Background: an optimization exercise with open tools, aiming at small area and a short achievable clock period. Do not read the settings as production practice.
Only simulation tests tie the RTL to the original design; equivalence was not proved.
Power is estimated from default activity; no workload was simulated.

==> build 16: inputs <==
Design store_trace_monitor, start of the top module:
module store_trace_monitor #(
    parameter int DEPTH   = 16,
    parameter int CYCLE_W = 16,
    parameter int CNT_W   = 16
) (
    input  logic               clk,
    input  logic               reset,
    input  logic [31:0]        pc,
    input  logic [31:0]        pc_finished,
    input  logic               memwrite,
    input  logic [31:0]        aluout,
    input  logic [31:0]        writedata,
    output logic               halt,
    output logic               trace_valid,
    input  logic               trace_ready,
    output logic [CYCLE_W-1:0] trace_cycle,
    output logic [31:0]        trace_addr,
    output logic [31:0]        trace_data,
    output logic               done,
    output logic               overflow,
    output logic [CNT_W-1:0]   store_count,
    output logic [CNT_W-1:0]   drop_count
);
==> module trace_fifo, before the edit <==
module trace_fifo #(
    parameter int DEPTH = 16,
    parameter int EW    = 80
) (
    input  logic          clk,
    input  logic          reset,
    input  logic          push,
    input  logic          ready,       
    input  logic [EW-1:0] push_entry,
    output logic          valid,       
    output logic          full,
    output logic          last,        
    output logic [EW-1:0] head         
);
    localparam int BD = DEPTH - 1;
    logic [EW-1:0] r_mem [0:BD-1];      
    logic [BD-1:0] r_rsel;              
    logic          r_bempty;
    logic          r_hv;
    logic [EW-1:0] r_head;
    logic          w_pop, w_bpush, w_bpop, w_binc, w_bdec, w_selb, w_selin;
    logic [EW-1:0] w_bout;
    assign valid = r_hv;
    assign full  = r_hv & r_rsel[BD-1];
    assign last  = r_hv & r_bempty;
    assign head  = r_head;
    assign w_pop   = r_hv & ready;
    assign w_selb  = r_hv & ~r_bempty;           
    assign w_selin = push & ~w_selb;             
    assign w_bpush = push & r_hv & ~(ready & r_bempty);
    assign w_bpop  = w_pop & ~r_bempty;
    assign w_binc  = w_bpush & ~w_bpop;
    assign w_bdec  = w_bpop & ~w_bpush;
    always_comb begin
        w_bout = '0;
        for (int i = 0; i < BD; i++)
            w_bout = w_bout | ({EW{r_rsel[i]}} & r_mem[i]);
    end
    always_ff @(posedge clk or negedge reset) begin
        if (!reset) begin
            r_rsel   <= BD'(1);
            r_bempty <= 1'b1;
            r_hv     <= 1'b0;
            r_head   <= '0;
        end else begin
            if (w_binc & ~r_bempty)   r_rsel <= {r_rsel[BD-2:0], 1'b0};
            if (w_bdec & ~r_rsel[0])  r_rsel <= {1'b0, r_rsel[BD-1:1]};
            if (w_binc)                   r_bempty <= 1'b0;
            else if (w_bdec & r_rsel[0])  r_bempty <= 1'b1;
            r_hv     <= r_hv ? (~ready | ~r_bempty | push) : push;
            if (~r_hv | ready)
                r_head <= ({EW{w_selb}} & w_bout) | ({EW{w_selin}} & push_entry);
        end
    end
    always_ff @(posedge clk) begin
        if (w_bpush) begin
            r_mem[0] <= push_entry;
            for (int i = 1; i < BD; i++) r_mem[i] <= r_mem[i-1];
        end
    end
endmodule
==> flow/config.mk <==
export PLATFORM = sky130hd
export DESIGN_NAME = store_trace_monitor
export DESIGN_NICKNAME = store_trace_monitor
export VERILOG_FILES = /design/flow/design.v
export SDC_FILE = /design/flow/constraint.sdc
export NUM_CORES = 4
export LEC_CHECK = 0
export CAP_MARGIN = 20
export CORE_MARGIN = 2
export CORE_UTILIZATION = 70
export CTS_BUF_LIST = sky130_fd_sc_hd__clkbuf_8
export CTS_CLUSTER_DIAMETER = 70
export CTS_CLUSTER_SIZE = 18
export SETUP_SLACK_MARGIN = 2.0
export SLEW_MARGIN = 20
export TNS_END_PERCENT = 5
==> flow/constraint.sdc <==
create_clock -name core_clock -period 4.5 [get_ports {clk}]
set_input_delay 0.9000 -clock core_clock [delete_from_list [all_inputs] [get_ports {clk}]]
set_output_delay 0.9000 -clock core_clock [all_outputs]
set_load 0.01 [all_outputs]
standard.sh (not shown) runs the stock make flow with config.mk's settings and CLKGATE_MAP_FILE= SYNTH_SCRIPT=/design/flow/synth_recipe.tcl, a recipe that flattens the netlist after the stock synthesis.
==> flow/flow/run.sh <==
#!/bin/bash
# The standard layout with two changes:
#  - buffer_ports makes the port buffers from the smallest plain buffer
#    (timing repair upsizes those on critical paths);
#  - after the standard synthesis, fast_halt.py gives the halt port its own
#    shallow comparator (see there); the layout then runs from that netlist.
set -euo pipefail
R=orfs/results/sky130hd/store_trace_monitor/base
KNOBS=(BUFFER_PORTS_ARGS="-buffer_cell sky130_fd_sc_hd__buf_1")
bash standard.sh "${KNOBS[@]}" synth > standard_synth.log 2>&1
python3 flow/fast_halt.py $R/1_2_yosys.v > fast_halt.log 2>&1
rm -f $R/1_synth.odb $R/1_synth.sdc
bash standard.sh "${KNOBS[@]}" finish > standard_flow.log 2>&1
==> flow/flow/fast_halt.py <==
"""Give the halt port a dedicated, shallow comparator in the synthesized netlist.

halt = (pc == pc_finished) | r_halted. Synthesis maps the compare onto 4-input
NOR/AND gates whose rising edges are slow; this adds a separate balanced tree
of 2-input gates (the per-bit XORs or XNORs, then NOR/NAND levels) ending in a
gate that drives the halt port, and removes the old gate that drove it. The old compare logic still
feeds the rest of the design, so no register or other output changes.
usage: python3 fast_halt.py NETLIST.v
"""
import re
import sys

path = sys.argv[1]
text = open(path).read()

# The instance driving the port net "halt" (the only place the net is used).
uses = [m.start() for m in re.finditer(r"\(halt\)", text)]
if len(uses) != 1:
    sys.exit(f"expected one use of net halt, found {len(uses)}")
start = text.rfind(";", 0, uses[0]) + 1
end = text.find(");", uses[0]) + 2
inst = text[start:end]
print("removing:", " ".join(inst.split()))
text = text[:start] + text[end:]

P = "sky130_fd_sc_hd__"
cells, wires = [], []


def wire(name):
    wires.append(f"  wire {name};")
    return name


# Reuse the synthesized per-bit XOR (or XNOR) of pc[i] and pc_finished[i] when
# every bit has one of the same kind (its output then also feeds the new tree);
# otherwise add XORs of its own.
found = {"xor2": {}, "xnor2": {}}
for m in re.finditer(r"sky130_fd_sc_hd__(xnor2|xor2)_\d+\s+\S+\s*\((.*?)\);", text, re.S):
    pins = dict(re.findall(r"\.(\w+)\(([^)]*)\)", m.group(2)))
    out = pins.get("X" if m.group(1) == "xor2" else "Y")
    ins = {pins.get("A"), pins.get("B")}
    for i in range(32):
        if ins == {f"pc[{i}]", f"pc_finished[{i}]"} and out:
            found[m.group(1)].setdefault(i, out.strip())
if len(found["xnor2"]) == 32:
    lvl, match = [found["xnor2"][i] for i in range(32)], True
elif len(found["xor2"]) == 32:
    lvl, match = [found["xor2"][i] for i in range(32)], False
else:
    lvl, match = [], False
    for i in range(32):
        y = wire(f"fh_x{i}")
        cells.append(f"  {P}xor2_1 fh_xor{i} (.A(pc[{i}]), .B(pc_finished[{i}]), .X({y}));")
        lvl.append(y)
print("first level:", "reused XNOR" if match else ("reused XOR" if found["xor2"] and len(found["xor2"]) == 32 else "new XOR"))

# match = 1 per bit (XNOR): NAND/NOR/NAND/NOR leaves two "16 bits match" signals,
# then halt = NAND(NAND(m0, m1), ~r_halted).
# mismatch = 1 per bit (XOR): NOR/NAND/NOR/NAND leaves two "16 bits differ somewhere"
# signals, then halt = O21AI(d0, d1, ~r_halted).
kinds = ["nand2", "nor2", "nand2", "nor2"] if match else ["nor2", "nand2", "nor2", "nand2"]
for n, kind in enumerate(kinds):
    nxt = []
    for j in range(0, len(lvl), 2):
        y = wire(f"fh_l{n}_{j // 2}")
        cells.append(f"  {P}{kind}_1 fh_{kind}_{n}_{j // 2} (.A({lvl[j]}), .B({lvl[j + 1]}), .Y({y}));")
        nxt.append(y)
    lvl = nxt
assert len(lvl) == 2
rhn = wire("fh_rhn")
cells.append(f"  {P}inv_1 fh_inv (.A(r_halted), .Y({rhn}));")
if match:
    nh = wire("fh_nhit_n")
    cells.append(f"  {P}nand2_1 fh_nhit (.A({lvl[0]}), .B({lvl[1]}), .Y({nh}));")
    cells.append(f"  {P}nand2_1 fh_out (.A({nh}), .B({rhn}), .Y(halt));")
else:
    cells.append(f"  {P}o21ai_1 fh_out (.A1({lvl[0]}), .A2({lvl[1]}), .B1({rhn}), .Y(halt));")

k = text.rindex("endmodule")
text = text[:k] + "\n".join(wires + cells) + "\n" + text[k:]
open(path, "w").write(text)
print(f"added {len(cells)} cells")
==> trial 83 (differences from build 16) <==
--- a/flow/design.v
+++ b/flow/design.v
@@ -24,11 +24,14 @@
     localparam int BD = DEPTH - 1;
-    logic [EW-1:0] r_mem [0:BD-1];      
-    logic [BD-1:0] r_rsel;              
-    logic          r_bempty;
+    localparam int CW = $clog2(BD + 1);
+    logic [EW-1:0] r_mem [0:BD-1];
+    logic [BD-1:0] r_wsel, r_rsel;      
+    logic [CW-1:0] r_bcnt;
+    logic          r_bempty, r_bfull;
     logic          r_hv;
     logic [EW-1:0] r_head;
-    logic          w_pop, w_bpush, w_bpop, w_binc, w_bdec, w_selb, w_selin;
+    logic          w_pop, w_bpush, w_bpop, w_selb, w_selin;
+    logic [CW-1:0] w_bcnt_nxt;
     logic [EW-1:0] w_bout;
     assign valid = r_hv;
-    assign full  = r_hv & r_rsel[BD-1];
+    assign full  = r_hv & r_bfull;
     assign last  = r_hv & r_bempty;
@@ -40,4 +43,2 @@
     assign w_bpop  = w_pop & ~r_bempty;
-    assign w_binc  = w_bpush & ~w_bpop;
-    assign w_bdec  = w_bpop & ~w_bpush;
     always_comb begin
@@ -47,6 +48,14 @@
     end
+    always_comb begin
+        w_bcnt_nxt = r_bcnt;
+        if (w_bpush & ~w_bpop) w_bcnt_nxt = r_bcnt + CW'(1);
+        else if (~w_bpush & w_bpop) w_bcnt_nxt = r_bcnt - CW'(1);
+    end
     always_ff @(posedge clk or negedge reset) begin
         if (!reset) begin
+            r_wsel   <= BD'(1);
             r_rsel   <= BD'(1);
+            r_bcnt   <= '0;
             r_bempty <= 1'b1;
+            r_bfull  <= 1'b0;
             r_hv     <= 1'b0;
@@ -54,6 +63,7 @@
         end else begin
-            if (w_binc & ~r_bempty)   r_rsel <= {r_rsel[BD-2:0], 1'b0};
-            if (w_bdec & ~r_rsel[0])  r_rsel <= {1'b0, r_rsel[BD-1:1]};
-            if (w_binc)                   r_bempty <= 1'b0;
-            else if (w_bdec & r_rsel[0])  r_bempty <= 1'b1;
+            if (w_bpush) r_wsel <= {r_wsel[BD-2:0], r_wsel[BD-1]};
+            if (w_bpop)  r_rsel <= {r_rsel[BD-2:0], r_rsel[BD-1]};
+            r_bcnt   <= w_bcnt_nxt;
+            r_bempty <= (w_bcnt_nxt == '0);
+            r_bfull  <= (w_bcnt_nxt == CW'(BD));
             r_hv     <= r_hv ? (~ready | ~r_bempty | push) : push;
@@ -64,6 +74,4 @@
     always_ff @(posedge clk) begin
-        if (w_bpush) begin
-            r_mem[0] <= push_entry;
-            for (int i = 1; i < BD; i++) r_mem[i] <= r_mem[i-1];
-        end
+        for (int i = 0; i < BD; i++)
+            if (r_wsel[i] & (~r_bfull | ready)) r_mem[i] <= push_entry;
     end
==> flow/run.sh (new file) <==
#!/bin/bash
# synth_recipe.tcl (not shown) runs the flow's synth.tcl, then flattens the netlist and writes it again
# the make line also repeats each setting of config.mk as NAME=value (left out here)
make -C /OpenROAD-flow-scripts/flow DESIGN_CONFIG=/design/flow/config.mk WORK_HOME=/design/flow/orfs CLKGATE_MAP_FILE= SYNTH_SCRIPT=/design/flow/synth_recipe.tcl finish
Settings changed: CORE_UTILIZATION 70 to 40, CTS_BUF_LIST sky130_fd_sc_hd__clkbuf_8 to unset, CTS_CLUSTER_DIAMETER 70 to unset, CTS_CLUSTER_SIZE 18 to unset, SETUP_SLACK_MARGIN 2.0 to 2.1.
removed: flow/flow/run.sh
removed: flow/flow/fast_halt.py
removed: flow/standard.sh
==> results.txt <==
metric                                                      build 16                 trial 83
Result of the run                            complete, no violations  complete, no violations
Total CTS buffers                                                 84                      141
Actual slew at the worst max-slew pin                        1150 ps                  1080 ps
VDD IR-drop max                                             0.386 mV                 0.374 mV
Comb_multi_in                                                   1301                     1324
Number of global-route vias before repair                      28600                    29600
Count of vias placed by the detailed router                    29600                    30600
Final core utilization                                         76.8%                    48.6%
H-Tree Depth                                                       3                        4
Sequential fraction of total cell area                         74.0%                    66.3%
Number of nets in the layout                                    3229                     3388
Total wire length                                          124000 um                156000 um
Std cell rows                                                     97                      130
Post-synthesis instance area                              49500 um^2               50200 um^2
Count of non-CTS buffers in the layout                           338                      407
Overall Global Routing Usage                                   33.1%                    23.7%
Power density cells                                      570 nW/um^2              474 nW/um^2
Initial Utilization                                            70.6%                    40.2%

[re-timing with driven ports]
In the flow no input, the clock included, has a driving cell. The finished layouts below were timed again as built, in two steps.
Step 1 assumes that a clkbuf_16 drives the clock port and a buf_2 every other input.
Step 2 also shifts input and output timing later by t, the mid clock arrival at the registers, as if the neighbouring blocks saw the same clock.
Slacks: no drivers / after step 1 / after step 2; pairs: no drivers / after step 1.
run | shift t [ns] | slack for setup (ns) | worst setup path at the end | worst slew at a driven data input, ns
build 16 | 0.779 | 1.712 / 1.681 / 0.992 | input to register | 0.12
trial 83 | 0.830 | 1.515 / 1.472 / 0.999 | input to register | 0.14
After both steps every run listed still meets setup and hold. For build 16, which loses most, drivers alone change the setup slack by -0.031 ns; drivers and shift together by -0.720 ns.
